This design comes from an exercise in tuning for small area and a short achievable clock period on the open sky130 flow, not from production work. In this exercise RTL edits were held to simulation tests only and were not proved equivalent to the original. Power and IR drop assume default switching activity.

==> inputs of v3 <==
==> flow/design.v (excerpt) <==
module inst_mem_responder #(
    parameter int MEM_WORDS = 256,
    parameter int MISS_LAT  = 4
) (
    input  logic        clk,
    input  logic        rst,
    input  logic [15:0] Addr,
    input  logic [15:0] DataIn,
    input  logic        Rd,
    input  logic        Wr,
    input  logic        createdump,
    output logic [15:0] DataOut,
    output logic        Done,
    output logic        Stall,
    output logic        CacheHit,
    output logic        err
);
    localparam int AW = $clog2(MEM_WORDS);
    localparam int CW = $clog2(MISS_LAT);
    localparam int NG = MEM_WORDS / 4;
    localparam int GW = AW - 2;
    logic          s_idle, s_fill, s_last, s_wr;
    logic [CW-1:0] cnt;
    logic [14:0]   lat_word;
    logic [15:0]   lat_data;
    logic [7:0]    line_vld;
    logic [11:0]   line_tag [8];
    logic [15:0]   line_dat [8];
    wire [2:0]     req_idx  = Addr[3:1];
    wire [11:0]    req_tag  = Addr[15:4];
    wire [2:0]     lat_idx  = lat_word[2:0];
    wire [11:0]    lat_tag  = lat_word[14:3];
    wire [AW-1:0]  lat_midx = lat_word[AW-1:0];
    wire           unused_createdump = createdump;
    wire           rd_ok    = Rd & ~Wr & ~Addr[0];
    wire           wr_ok    = Wr & ~Rd & ~Addr[0];
  ...
==> module imr_resp, before the edit <==
module imr_resp (
    input  logic [15:0]  Addr,
    input  logic         Rd,
    input  logic         Wr,
    input  logic         rst,
    input  logic         s_idle,
    input  logic         s_fill,
    input  logic         s_last,
    input  logic         s_wr,
    input  logic [7:0]   line_vld,
    input  logic [95:0]  tag_flat,
    input  logic [127:0] dat_flat,
    input  logic [15:0]  lat_data,
    output logic [15:0]  DataOut,
    output logic         Done,
    output logic         Stall,
    output logic         CacheHit,
    output logic         err,
    output logic         req_hit
);
    wire [2:0]     req_idx  = Addr[3:1];
    wire [11:0]    req_tag  = Addr[15:4];
    wire           rd_ok    = Rd & ~Wr & ~Addr[0];
    wire           wr_ok    = Wr & ~Rd & ~Addr[0];
    wire           req_err  = (Rd & Wr) | ((Rd | Wr) & Addr[0]);
    logic [15:0]   hit_dat;
    always_comb begin
        req_hit = 1'b0;
        hit_dat = 16'h0000;
        for (int i = 0; i < 8; i++) begin
            if (req_idx == 3'(i)) begin
                req_hit = line_vld[i] && (tag_flat[12*i +: 12] == req_tag);
                hit_dat = dat_flat[16*i +: 16];
            end
        end
    end
    wire           hit_go   = rst & s_idle & rd_ok & req_hit;
    assign CacheHit = hit_go;
    assign err      = rst & s_idle & req_err;
    assign Done     = rst & ((s_idle & (req_err | (rd_ok & req_hit))) | s_last | s_wr);
    assign Stall    = rst & ((s_idle & (wr_ok | (rd_ok & ~req_hit))) | s_fill);
    assign DataOut  = ({16{hit_go}} & hit_dat) | ({16{rst & s_last}} & lat_data);
endmodule
==> module inst_mem_responder, before the edit <==
module inst_mem_responder #(
    parameter int MEM_WORDS = 256,
    parameter int MISS_LAT  = 4
) (
    input  logic        clk,
    input  logic        rst,
    input  logic [15:0] Addr,
    input  logic [15:0] DataIn,
    input  logic        Rd,
    input  logic        Wr,
    input  logic        createdump,
    output logic [15:0] DataOut,
    output logic        Done,
    output logic        Stall,
    output logic        CacheHit,
    output logic        err
);
    localparam int AW = $clog2(MEM_WORDS);
    localparam int CW = $clog2(MISS_LAT);
    localparam int NG = MEM_WORDS / 4;
    localparam int GW = AW - 2;
    logic          s_idle, s_fill, s_last, s_wr;
    logic [CW-1:0] cnt;
    logic [14:0]   lat_word;
    logic [15:0]   lat_data;
    logic [7:0]    line_vld;
    logic [11:0]   line_tag [8];
    logic [15:0]   line_dat [8];
    wire [2:0]     req_idx  = Addr[3:1];
    wire [11:0]    req_tag  = Addr[15:4];
    wire [2:0]     lat_idx  = lat_word[2:0];
    wire [11:0]    lat_tag  = lat_word[14:3];
    wire [AW-1:0]  lat_midx = lat_word[AW-1:0];
    wire           unused_createdump = createdump;
    wire           rd_ok    = Rd & ~Wr & ~Addr[0];
    wire           wr_ok    = Wr & ~Rd & ~Addr[0];
    logic          req_hit;
    logic [95:0]   tag_flat;
    logic [127:0]  dat_flat;
    for (genvar i = 0; i < 8; i++) begin : g_flat
        assign tag_flat[12*i +: 12] = line_tag[i];
        assign dat_flat[16*i +: 16] = line_dat[i];
    end
    imr_resp u_resp (
        .Addr(Addr), .Rd(Rd), .Wr(Wr), .rst(rst),
        .s_idle(s_idle), .s_fill(s_fill), .s_last(s_last), .s_wr(s_wr),
        .line_vld(line_vld), .tag_flat(tag_flat), .dat_flat(dat_flat), .lat_data(lat_data),
        .DataOut(DataOut), .Done(Done), .Stall(Stall), .CacheHit(CacheHit), .err(err),
        .req_hit(req_hit)
    );
    wire           wr_line  = line_vld[lat_idx] && (line_tag[lat_idx][AW-4:0] == lat_tag[AW-4:0]);
    wire           acc_rd   = s_idle & rd_ok & ~req_hit;
    wire           acc_wr   = s_idle & wr_ok;
    wire           wr_go    = rst & s_wr;
    logic [15:0]   slot0 [NG];
    logic [15:0]   slot1 [NG];
    logic [15:0]   slot2 [NG];
    logic [15:0]   slot3 [NG];
    logic [2:0]    ph;
    logic [1:0]    pv;
    logic [AW-1:0] pa [2];
    logic [15:0]   pd [2];
    logic [1:0]    pl;           
    logic [1:0]    pm;           
    logic [1:0]    ins;
    logic [2:0]    pq [2];       
    logic [15:0]   pdx [2];      
    always_comb begin
        for (int e = 0; e < 2; e++) begin
            pq[e]  = 3'({1'b0, pa[e][1:0]} + ph);
            pl[e]  = pv[e] & (pq[e][1:0] == 2'd3);
            pm[e]  = pv[e] & (pa[e] == lat_midx);
            pdx[e] = pd[e] ^ {16{pq[e][2]}};
        end
        ins[0] = wr_go & (~pv[0] | pl[0]);
        ins[1] = wr_go & ~(~pv[0] | pl[0]);
    end
    always_ff @(posedge clk) begin
        ph <= ph + 3'd1;
        for (int e = 0; e < 2; e++) begin
            if (ins[e]) begin
                pv[e] <= 1'b1;
                pa[e] <= lat_midx;
                pd[e] <= lat_data;
            end else if (pl[e] | (wr_go & pm[e])) begin
                pv[e] <= 1'b0;
            end
        end
    end
    for (genvar g = 0; g < NG; g++) begin : g_grp
        wire l0 = pl[0] & (pa[0][AW-1:2] == GW'(g));
        wire l1 = pl[1] & (pa[1][AW-1:2] == GW'(g));
        always_ff @(posedge clk) begin
            slot0[g] <= ~(({16{l0}} & pdx[0]) | ({16{l1}} & pdx[1]) | ({16{~(l0 | l1)}} & slot3[g]));
            slot1[g] <= slot0[g];
            slot2[g] <= slot1[g];
            slot3[g] <= slot2[g];
        end
    end
    wire [AW-1:0]  rd_addr  = s_idle ? Addr[AW:1] : lat_midx;
    wire [2:0]     rd_q     = 3'({1'b0, rd_addr[1:0]} + ph);
    wire           rd_in0   = (rd_q[1:0] == 2'd0);
    logic [15:0]   mem_rd;
    logic [15:0]   rd_val;
    always_comb begin
        mem_rd = 16'h0000;
        for (int g = 0; g < NG; g++)
            mem_rd = mem_rd | ({16{rd_addr[AW-1:2] == GW'(g)}} & slot0[g]);
        if (pv[0] && pa[0] == rd_addr)
            rd_val = pd[0];
        else if (pv[1] && pa[1] == rd_addr)
            rd_val = pd[1];
        else
            rd_val = mem_rd ^ {16{rd_q[2]}};
    end
    always_ff @(posedge clk) begin
        if (!rst) begin
            s_idle   <= 1'b1;
            s_fill   <= 1'b0;
            s_last   <= 1'b0;
            s_wr     <= 1'b0;
            cnt      <= '0;
            line_vld <= 8'h00;
        end else begin
            s_idle <= (s_idle & ~acc_rd & ~acc_wr) | s_last | s_wr;
            s_wr   <= acc_wr;
            if (acc_rd) begin
                s_fill <= 1'b1;
                s_last <= 1'b0;
                cnt    <= CW'(MISS_LAT - 2);
            end else if (s_fill) begin
                s_fill <= (cnt != '0);
                s_last <= (cnt == '0);
                cnt    <= cnt - 1'b1;
            end else begin
                s_last <= 1'b0;
            end
            if (s_last) line_vld[lat_idx] <= 1'b1;
        end
    end
    always_ff @(posedge clk) begin
        if (acc_rd | acc_wr) lat_word <= Addr[15:1];
        if (acc_wr)
            lat_data <= DataIn;
        else if ((s_idle | s_fill) && rd_in0)
            lat_data <= rd_val;
        if (rst && s_last) begin
            line_tag[lat_idx] <= lat_tag;
            line_dat[lat_idx] <= lat_data;
        end
        if (wr_go && wr_line)
            line_dat[lat_idx] <= lat_data;
    end
endmodule
==> flow/config.mk <==
export PLATFORM = sky130hd
export DESIGN_NAME = inst_mem_responder
export DESIGN_NICKNAME = inst_mem_responder
export VERILOG_FILES = /design/flow/design.v
export SDC_FILE = /design/flow/constraint.sdc
export NUM_CORES = 4
export LEC_CHECK = 0
export CAP_MARGIN = 20
export CORE_MARGIN = 2
export CORE_UTILIZATION = 40
export SETUP_SLACK_MARGIN = 2.0
export SLEW_MARGIN = 20
export SYNTH_HIERARCHICAL = 1
export SYNTH_MEMORY_MAX_BITS = 8192
==> flow/constraint.sdc <==
create_clock -name core_clock -period 6.0 [get_ports {clk}]
set_input_delay 1.2000 -clock core_clock [delete_from_list [all_inputs] [get_ports {clk}]]
set_output_delay 1.2000 -clock core_clock [all_outputs]
set_load 0.01 [all_outputs]
standard.sh (not shown) runs the stock make flow with config.mk's settings and CLKGATE_MAP_FILE= SYNTH_SCRIPT=/design/flow/synth_recipe.tcl, a recipe that flattens the netlist after the stock synthesis.
==> flow/flow/run.sh <==
#!/bin/bash
set -euo pipefail
export BUFFER_PORTS_ARGS="-buffer_cell sky130_fd_sc_hd__buf_4"
export CTS_ARGS="-sink_clustering_enable -repair_clock_nets -dont_use_dummy_load -buf_list sky130_fd_sc_hd__clkbuf_8 -sink_clustering_size 16 -sink_clustering_max_diameter 45"
bash standard.sh > flow_make.log 2>&1
==> v19 (differences from v3) <==
==> flow/design.v (replaced) <==
module inst_mem_responder #(
    parameter int MEM_WORDS = 256,
    parameter int MISS_LAT  = 4
) (
    input  logic        clk,
    input  logic        rst,
    input  logic [15:0] Addr,
    input  logic [15:0] DataIn,
    input  logic        Rd,
    input  logic        Wr,
    input  logic        createdump,
    output logic [15:0] DataOut,
    output logic        Done,
    output logic        Stall,
    output logic        CacheHit,
    output logic        err
);
    localparam int AW = $clog2(MEM_WORDS);
    localparam int CW = $clog2(MISS_LAT);
    localparam int NG = MEM_WORDS / 4;
    localparam int GW = AW - 2;
    logic          s_idle, s_fill, s_last, s_wr;
    logic [CW-1:0] cnt;
    logic [14:0]   lat_word;
    logic [15:0]   lat_data;
    logic [7:0]    line_vld;
    logic [11:0]   line_tag [8];
    logic [15:0]   line_dat [8];
    wire [2:0]     req_idx  = Addr[3:1];
    wire [11:0]    req_tag  = Addr[15:4];
    wire [2:0]     lat_idx  = lat_word[2:0];
    wire [11:0]    lat_tag  = lat_word[14:3];
    wire [AW-1:0]  lat_midx = lat_word[AW-1:0];
    wire           unused_createdump = createdump;
    wire           rd_ok    = Rd & ~Wr & ~Addr[0];
    wire           wr_ok    = Wr & ~Rd & ~Addr[0];
    wire           req_err  = (Rd & Wr) | ((Rd | Wr) & Addr[0]);
    logic [7:0]    line_hit;
    logic          req_hit;
    logic [15:0]   hit_dat;
    always_comb begin
        req_hit = 1'b0;
        hit_dat = 16'h0000;
        for (int i = 0; i < 8; i++) begin
            line_hit[i] = line_vld[i] && (line_tag[i] == req_tag);
            if (req_idx == 3'(i)) begin
                req_hit = line_hit[i];
                hit_dat = line_dat[i];
            end
        end
    end
    wire           wr_line  = line_vld[lat_idx] && (line_tag[lat_idx][AW-4:0] == lat_tag[AW-4:0]);
    wire           hit_go   = rst & s_idle & rd_ok & req_hit;
    wire           acc_rd   = s_idle & rd_ok & ~req_hit;
    wire           acc_wr   = s_idle & wr_ok;
    wire           wr_go    = rst & s_wr;
    assign CacheHit = hit_go;
    assign err      = rst & s_idle & req_err;
    assign Done     = rst & ((s_idle & (req_err | (rd_ok & req_hit))) | s_last | s_wr);
    assign Stall    = rst & ((s_idle & (wr_ok | (rd_ok & ~req_hit))) | s_fill);
    assign DataOut  = ({16{hit_go}} & hit_dat) | ({16{rst & s_last}} & lat_data);
    logic [15:0]   slot0 [NG];
    logic [15:0]   slot1 [NG];
    logic [15:0]   slot2 [NG];
    logic [15:0]   slot3 [NG];
    logic [1:0]    ph;
    logic [1:0]    pv;
    logic [AW-1:0] pa [2];
    logic [15:0]   pd [2];
    logic [1:0]    pl;           
    logic [1:0]    pm;           
    logic [1:0]    ins;
    always_comb begin
        for (int e = 0; e < 2; e++) begin
            pl[e] = pv[e] & (2'(pa[e][1:0] + ph) == 2'd3);
            pm[e] = pv[e] & (pa[e] == lat_midx);
        end
        ins[0] = wr_go & (~pv[0] | pl[0]);
        ins[1] = wr_go & ~(~pv[0] | pl[0]);
    end
    always_ff @(posedge clk) begin
        ph <= ph + 2'd1;
        for (int e = 0; e < 2; e++) begin
            if (ins[e]) begin
                pv[e] <= 1'b1;
                pa[e] <= lat_midx;
                pd[e] <= lat_data;
            end else if (pl[e] | (wr_go & pm[e])) begin
                pv[e] <= 1'b0;
            end
        end
    end
    for (genvar g = 0; g < NG; g++) begin : g_grp
        wire l0 = pl[0] & (pa[0][AW-1:2] == GW'(g));
        wire l1 = pl[1] & (pa[1][AW-1:2] == GW'(g));
        always_ff @(posedge clk) begin
            slot0[g] <= ({16{l0}} & pd[0]) | ({16{l1}} & pd[1]) | ({16{~(l0 | l1)}} & slot3[g]);
            slot1[g] <= slot0[g];
            slot2[g] <= slot1[g];
            slot3[g] <= slot2[g];
        end
    end
    wire [AW-1:0]  rd_addr  = s_idle ? Addr[AW:1] : lat_midx;
    wire           rd_in0   = (2'(rd_addr[1:0] + ph) == 2'd0);
    logic [15:0]   mem_rd;
    logic [15:0]   rd_val;
    always_comb begin
        mem_rd = 16'h0000;
        for (int g = 0; g < NG; g++)
            mem_rd = mem_rd | ({16{rd_addr[AW-1:2] == GW'(g)}} & slot0[g]);
        if (pv[0] && pa[0] == rd_addr)
            rd_val = pd[0];
        else if (pv[1] && pa[1] == rd_addr)
            rd_val = pd[1];
        else
            rd_val = mem_rd;
    end
    always_ff @(posedge clk) begin
        if (!rst) begin
            s_idle   <= 1'b1;
            s_fill   <= 1'b0;
            s_last   <= 1'b0;
            s_wr     <= 1'b0;
            cnt      <= '0;
            line_vld <= 8'h00;
        end else begin
            s_idle <= (s_idle & ~acc_rd & ~acc_wr) | s_last | s_wr;
            s_wr   <= acc_wr;
            if (acc_rd) begin
                s_fill <= 1'b1;
                s_last <= 1'b0;
                cnt    <= CW'(MISS_LAT - 2);
            end else if (s_fill) begin
                s_fill <= (cnt != '0);
                s_last <= (cnt == '0);
                cnt    <= cnt - 1'b1;
            end else begin
                s_last <= 1'b0;
            end
            if (s_last) line_vld[lat_idx] <= 1'b1;
        end
    end
    always_ff @(posedge clk) begin
        if (acc_rd | acc_wr) lat_word <= Addr[15:1];
        if (acc_wr)
            lat_data <= DataIn;
        else if ((s_idle | s_fill) && rd_in0)
            lat_data <= rd_val;
        if (rst && s_last) begin
            line_tag[lat_idx] <= lat_tag;
            line_dat[lat_idx] <= lat_data;
        end
        if (wr_go && wr_line)
            line_dat[lat_idx] <= lat_data;
    end
endmodule
==> flow/run.sh (new file) <==
#!/bin/bash
# synth_recipe.tcl (not shown) runs the flow's synth.tcl, then flattens the netlist and writes it again
# the make line also repeats each setting of config.mk as NAME=value (left out here)
make -C /OpenROAD-flow-scripts/flow DESIGN_CONFIG=/design/flow/config.mk WORK_HOME=/design/flow/orfs CLKGATE_MAP_FILE= SYNTH_SCRIPT=/design/flow/synth_recipe.tcl finish
Settings changed: SETUP_SLACK_MARGIN 2.0 to default, SYNTH_HIERARCHICAL 1 to default.
removed: flow/flow/run.sh
removed: flow/standard.sh
==> v1 (differences from v3) <==
--- a/flow/design.v
+++ b/flow/design.v
@@ -172,26 +172,36 @@
     output logic         err,
     output logic         req_hit
 );
     wire [2:0]     req_idx  = Addr[3:1];
     wire [11:0]    req_tag  = Addr[15:4];
     wire           rd_ok    = Rd & ~Wr & ~Addr[0];
     wire           wr_ok    = Wr & ~Rd & ~Addr[0];
     wire           req_err  = (Rd & Wr) | ((Rd | Wr) & Addr[0]);
-    logic [15:0]   hit_dat;
+    logic [7:0]    line_m;
+    for (genvar i = 0; i < 8; i++) begin : g_m
+        imr_match #(.IDX(i)) u_m (.tag(tag_flat[12*i +: 12]), .vld(line_vld[i]), .req_idx(req_idx),
+                       .req_tag(req_tag), .m(line_m[i]));
+    end
+    wire           g_rd     = rst & s_idle & rd_ok;
     always_comb begin
-        req_hit = 1'b0;
-        hit_dat = 16'h0000;
-        for (int i = 0; i < 8; i++) begin
-            if (req_idx == 3'(i)) begin
-                req_hit = line_vld[i] && (tag_flat[12*i +: 12] == req_tag);
-                hit_dat = dat_flat[16*i +: 16];
-            end
-        end
-    end
-    wire           hit_go   = rst & s_idle & rd_ok & req_hit;
-    assign CacheHit = hit_go;
+        req_hit = |line_m;
+        DataOut = {16{rst & s_last}} & lat_data;
+        for (int i = 0; i < 8; i++)
+            DataOut = DataOut | ({16{line_m[i]}} & {16{g_rd}} & dat_flat[16*i +: 16]);
+    end
+    assign CacheHit = g_rd & req_hit;
     assign err      = rst & s_idle & req_err;
     assign Done     = rst & ((s_idle & (req_err | (rd_ok & req_hit))) | s_last | s_wr);
     assign Stall    = rst & ((s_idle & (wr_ok | (rd_ok & ~req_hit))) | s_fill);
-    assign DataOut  = ({16{hit_go}} & hit_dat) | ({16{rst & s_last}} & lat_data);
 endmodule
+module imr_match #(
+    parameter int IDX = 0
+) (
+    input  logic [11:0] tag,
+    input  logic        vld,
+    input  logic [2:0]  req_idx,
+    input  logic [11:0] req_tag,
+    output logic        m
+);
+    assign m = vld & (req_idx == 3'(IDX)) & (tag == req_tag);
+endmodule
==> flow/flow/run.sh (replaced) <==
#!/bin/bash
set -euo pipefail
export BUFFER_PORTS_ARGS="-buffer_cell sky130_fd_sc_hd__buf_4"
export CTS_ARGS="-sink_clustering_enable -repair_clock_nets -dont_use_dummy_load -buf_list sky130_fd_sc_hd__clkbuf_8 -sink_clustering_size 20 -sink_clustering_max_diameter 40"
bash standard.sh > flow_make.log 2>&1
==> v12 (differences from v3) <==
--- a/flow/design.v
+++ b/flow/design.v
@@ -18,16 +18,18 @@
     localparam int AW = $clog2(MEM_WORDS);
     localparam int CW = $clog2(MISS_LAT);
     localparam int NG = MEM_WORDS / 4;
     localparam int GW = AW - 2;
     logic          s_idle, s_fill, s_last, s_wr;
     logic [CW-1:0] cnt;
     logic [14:0]   lat_word;
     logic [15:0]   lat_data;
+    logic          lat_inv;
+    wire  [15:0]   lat_val  = lat_data ^ {16{lat_inv}};
     logic [7:0]    line_vld;
     logic [11:0]   line_tag [8];
     logic [15:0]   line_dat [8];
     wire [2:0]     req_idx  = Addr[3:1];
     wire [11:0]    req_tag  = Addr[15:4];
     wire [2:0]     lat_idx  = lat_word[2:0];
     wire [11:0]    lat_tag  = lat_word[14:3];
     wire [AW-1:0]  lat_midx = lat_word[AW-1:0];
@@ -39,17 +41,17 @@
     logic [127:0]  dat_flat;
     for (genvar i = 0; i < 8; i++) begin : g_flat
         assign tag_flat[12*i +: 12] = line_tag[i];
         assign dat_flat[16*i +: 16] = line_dat[i];
     end
     imr_resp u_resp (
         .Addr(Addr), .Rd(Rd), .Wr(Wr), .rst(rst),
         .s_idle(s_idle), .s_fill(s_fill), .s_last(s_last), .s_wr(s_wr),
-        .line_vld(line_vld), .tag_flat(tag_flat), .dat_flat(dat_flat), .lat_data(lat_data),
+        .line_vld(line_vld), .tag_flat(tag_flat), .dat_flat(dat_flat), .lat_data(lat_val),
         .DataOut(DataOut), .Done(Done), .Stall(Stall), .CacheHit(CacheHit), .err(err),
         .req_hit(req_hit)
     );
     wire           wr_line  = line_vld[lat_idx] && (line_tag[lat_idx][AW-4:0] == lat_tag[AW-4:0]);
     wire           acc_rd   = s_idle & rd_ok & ~req_hit;
     wire           acc_wr   = s_idle & wr_ok;
     wire           wr_go    = rst & s_wr;
     logic [15:0]   slot0 [NG];
@@ -95,28 +97,37 @@
             slot1[g] <= slot0[g];
             slot2[g] <= slot1[g];
             slot3[g] <= slot2[g];
         end
     end
     wire [AW-1:0]  rd_addr  = s_idle ? Addr[AW:1] : lat_midx;
     wire [2:0]     rd_q     = 3'({1'b0, rd_addr[1:0]} + ph);
     wire           rd_in0   = (rd_q[1:0] == 2'd0);
+    logic [16*NG-1:0] slot0_flat;
+    for (genvar g = 0; g < NG; g++) begin : g_s0
+        assign slot0_flat[16*g +: 16] = slot0[g];
+    end
     logic [15:0]   mem_rd;
+    imr_read #(.NG(NG), .GW(GW)) u_read (
+        .s_idle(s_idle), .req_grp(Addr[AW:3]), .lat_grp(lat_midx[AW-1:2]), .slot0_flat(slot0_flat),
+        .rd(mem_rd)
+    );
     logic [15:0]   rd_val;
-    always_comb begin
-        mem_rd = 16'h0000;
-        for (int g = 0; g < NG; g++)
-            mem_rd = mem_rd | ({16{rd_addr[AW-1:2] == GW'(g)}} & slot0[g]);
+    logic          rd_inv;
+    always_comb begin
+        rd_inv = 1'b0;
         if (pv[0] && pa[0] == rd_addr)
             rd_val = pd[0];
         else if (pv[1] && pa[1] == rd_addr)
             rd_val = pd[1];
-        else
-            rd_val = mem_rd ^ {16{rd_q[2]}};
+        else begin
+            rd_val = mem_rd;
+            rd_inv = rd_q[2];
+        end
     end
     always_ff @(posedge clk) begin
         if (!rst) begin
             s_idle   <= 1'b1;
             s_fill   <= 1'b0;
             s_last   <= 1'b0;
             s_wr     <= 1'b0;
             cnt      <= '0;
@@ -135,23 +146,26 @@
             end else begin
                 s_last <= 1'b0;
             end
             if (s_last) line_vld[lat_idx] <= 1'b1;
         end
     end
     always_ff @(posedge clk) begin
         if (acc_rd | acc_wr) lat_word <= Addr[15:1];
-        if (acc_wr)
+        if (acc_wr) begin
             lat_data <= DataIn;
-        else if ((s_idle | s_fill) && rd_in0)
+            lat_inv  <= 1'b0;
+        end else if ((s_idle | s_fill) && rd_in0) begin
             lat_data <= rd_val;
+            lat_inv  <= rd_inv;
+        end
         if (rst && s_last) begin
             line_tag[lat_idx] <= lat_tag;
-            line_dat[lat_idx] <= lat_data;
+            line_dat[lat_idx] <= lat_val;
         end
         if (wr_go && wr_line)
             line_dat[lat_idx] <= lat_data;
     end
 endmodule
 module imr_resp (
     input  logic [15:0]  Addr,
     input  logic         Rd,
@@ -172,26 +186,52 @@
     output logic         err,
     output logic         req_hit
 );
     wire [2:0]     req_idx  = Addr[3:1];
     wire [11:0]    req_tag  = Addr[15:4];
     wire           rd_ok    = Rd & ~Wr & ~Addr[0];
     wire           wr_ok    = Wr & ~Rd & ~Addr[0];
     wire           req_err  = (Rd & Wr) | ((Rd | Wr) & Addr[0]);
-    logic [15:0]   hit_dat;
-    always_comb begin
-        req_hit = 1'b0;
-        hit_dat = 16'h0000;
-        for (int i = 0; i < 8; i++) begin
-            if (req_idx == 3'(i)) begin
-                req_hit = line_vld[i] && (tag_flat[12*i +: 12] == req_tag);
-                hit_dat = dat_flat[16*i +: 16];
-            end
-        end
-    end
-    wire           hit_go   = rst & s_idle & rd_ok & req_hit;
-    assign CacheHit = hit_go;
+    logic [7:0]    line_m;
+    for (genvar i = 0; i < 8; i++) begin : g_m
+        imr_match #(.IDX(i)) u_m (.tag(tag_flat[12*i +: 12]), .vld(line_vld[i]), .req_idx(req_idx),
+                       .req_tag(req_tag), .m(line_m[i]));
+    end
+    wire           g_rd     = rst & s_idle & rd_ok;
+    always_comb begin
+        req_hit = |line_m;
+        DataOut = {16{rst & s_last}} & lat_data;
+        for (int i = 0; i < 8; i++)
+            DataOut = DataOut | ({16{line_m[i]}} & {16{g_rd}} & dat_flat[16*i +: 16]);
+    end
+    assign CacheHit = g_rd & req_hit;
     assign err      = rst & s_idle & req_err;
     assign Done     = rst & ((s_idle & (req_err | (rd_ok & req_hit))) | s_last | s_wr);
     assign Stall    = rst & ((s_idle & (wr_ok | (rd_ok & ~req_hit))) | s_fill);
-    assign DataOut  = ({16{hit_go}} & hit_dat) | ({16{rst & s_last}} & lat_data);
-endmodule
+endmodule
+module imr_match #(
+    parameter int IDX = 0
+) (
+    input  logic [11:0] tag,
+    input  logic        vld,
+    input  logic [2:0]  req_idx,
+    input  logic [11:0] req_tag,
+    output logic        m
+);
+    assign m = vld & (req_idx == 3'(IDX)) & (tag == req_tag);
+endmodule
+module imr_read #(
+    parameter int NG = 64,
+    parameter int GW = 6
+) (
+    input  logic             s_idle,
+    input  logic [GW-1:0]    req_grp,
+    input  logic [GW-1:0]    lat_grp,
+    input  logic [16*NG-1:0] slot0_flat,
+    output logic [15:0]      rd
+);
+    always_comb begin
+        rd = 16'h0000;
+        for (int g = 0; g < NG; g++)
+            rd = rd | ({16{s_idle ? (req_grp == GW'(g)) : (lat_grp == GW'(g))}} & slot0_flat[16*g +: 16]);
+    end
+endmodule
==> flow/flow/run.sh (replaced) <==
#!/bin/bash
set -euo pipefail
export BUFFER_PORTS_ARGS="-buffer_cell sky130_fd_sc_hd__buf_4"
export CTS_ARGS="-sink_clustering_enable -repair_clock_nets -dont_use_dummy_load -buf_list sky130_fd_sc_hd__clkbuf_8 -sink_clustering_size 20 -sink_clustering_max_diameter 40"
bash standard.sh > flow_make.log 2>&1
==> summary.md <==
| Metric | Value |
|---|---|
| Run status | `finished clean` |
| Type of the worst setup path | `in2out` |
| Critical-path cell with the highest stage delay | `sky130_fd_sc_hd__clkdlybuf4s50_1` |
| Total length of routed met2 wires | `222 mm` |
| Non-clock inverters | `11` |
# the run above: v19

==> summary.md <==
| Metric | Value |
|---|---|
| Run status | `finished clean` |
| Non-clock inverters | `16` |
| Flip-flop and latch count | `4422` |
| Critical-path cell with the highest stage delay | `sky130_fd_sc_hd__nand4_1` |
| Total length of routed met2 wires | `200 mm` |
| Worst r2r path cells | `13` |
| Type of the worst setup path | `reg2reg` |
# the run above: v12

==> summary.md <==
| Metric | Value |
|---|---|
| Number of cells produced by synthesis | `8883` |
| Leading cell type by number of instances after synthesis | `sky130_fd_sc_hd__dfxtp_1` |
| Run status | `finished clean` |
| Combinational fraction of design power | `4.1%` |
| First-pass GRT wire length | `659 mm` |
| Post-Synthesis Net Count | `8932` |
| Critical-path cell with the highest stage delay | `sky130_fd_sc_hd__nor3b_4` |
| Non-clock inverters | `19` |
| Count of final max-slew check failures | `0` |
| Type of the worst setup path | `in2out` |
| Total length of routed met2 wires | `199 mm` |
# the run above: v3

==> summary.md <==
| Metric | Value |
|---|---|
| Total length of routed met2 wires | `199 mm` |
| Critical-path cell with the highest stage delay | `sky130_fd_sc_hd__nor4_4` |
| Run status | `finished clean` |
| Power dissipated by switching net loads | `10.7 mW` |
| Post-Synthesis Cell Area | `0.118 mm2` |
| Power per cell area | `355 mW/mm2` |
| Synthesized-area fraction occupied by adder cells | `0.146%` |
| Type of the worst setup path | `reg2reg` |
| Count of final max-slew check failures | `0` |
| Sequential power | `29.9 mW` |
| Data arrival time of the critical path | `5.19 ns` |
# the run above: v1

[separate check: timing with driven ports]
The results above use ideal ports. As a check the final layouts listed here were re-extracted and re-timed, cells and wires unchanged.
Step 1 assumes that a clkbuf_16 drives the clock port and a buf_2 every other input.
Step 2 also shifts input and output timing later by t, the mid clock arrival at the registers, as if the neighbouring blocks saw the same clock.
a / b / c = ideal ports / drivers / drivers and shift; a / b = the first two.
run	shift t [ns]	slack for setup (ns)	worst setup path at the end	slew at the worst register clock pin (ns)	pins driven straight from the clock port
v3	1.125	1.484 / 1.426 / 0.883	input to register	0.11 / 0.11	1
v19	1.075	0.117 / 0.085 / -0.425	input to register	0.07 / 0.07	1
v1	1.234	1.614 / 1.610 / 0.545	input to register	0.11 / 0.11	1
v12	1.139	1.748 / 1.725 / 0.744	input to register	0.12 / 0.12	1
Met with ideal ports but missed after step 2: setup timing in v19. For v1, which loses most, drivers alone change the setup slack by -0.004 ns; drivers and shift together by -1.069 ns.
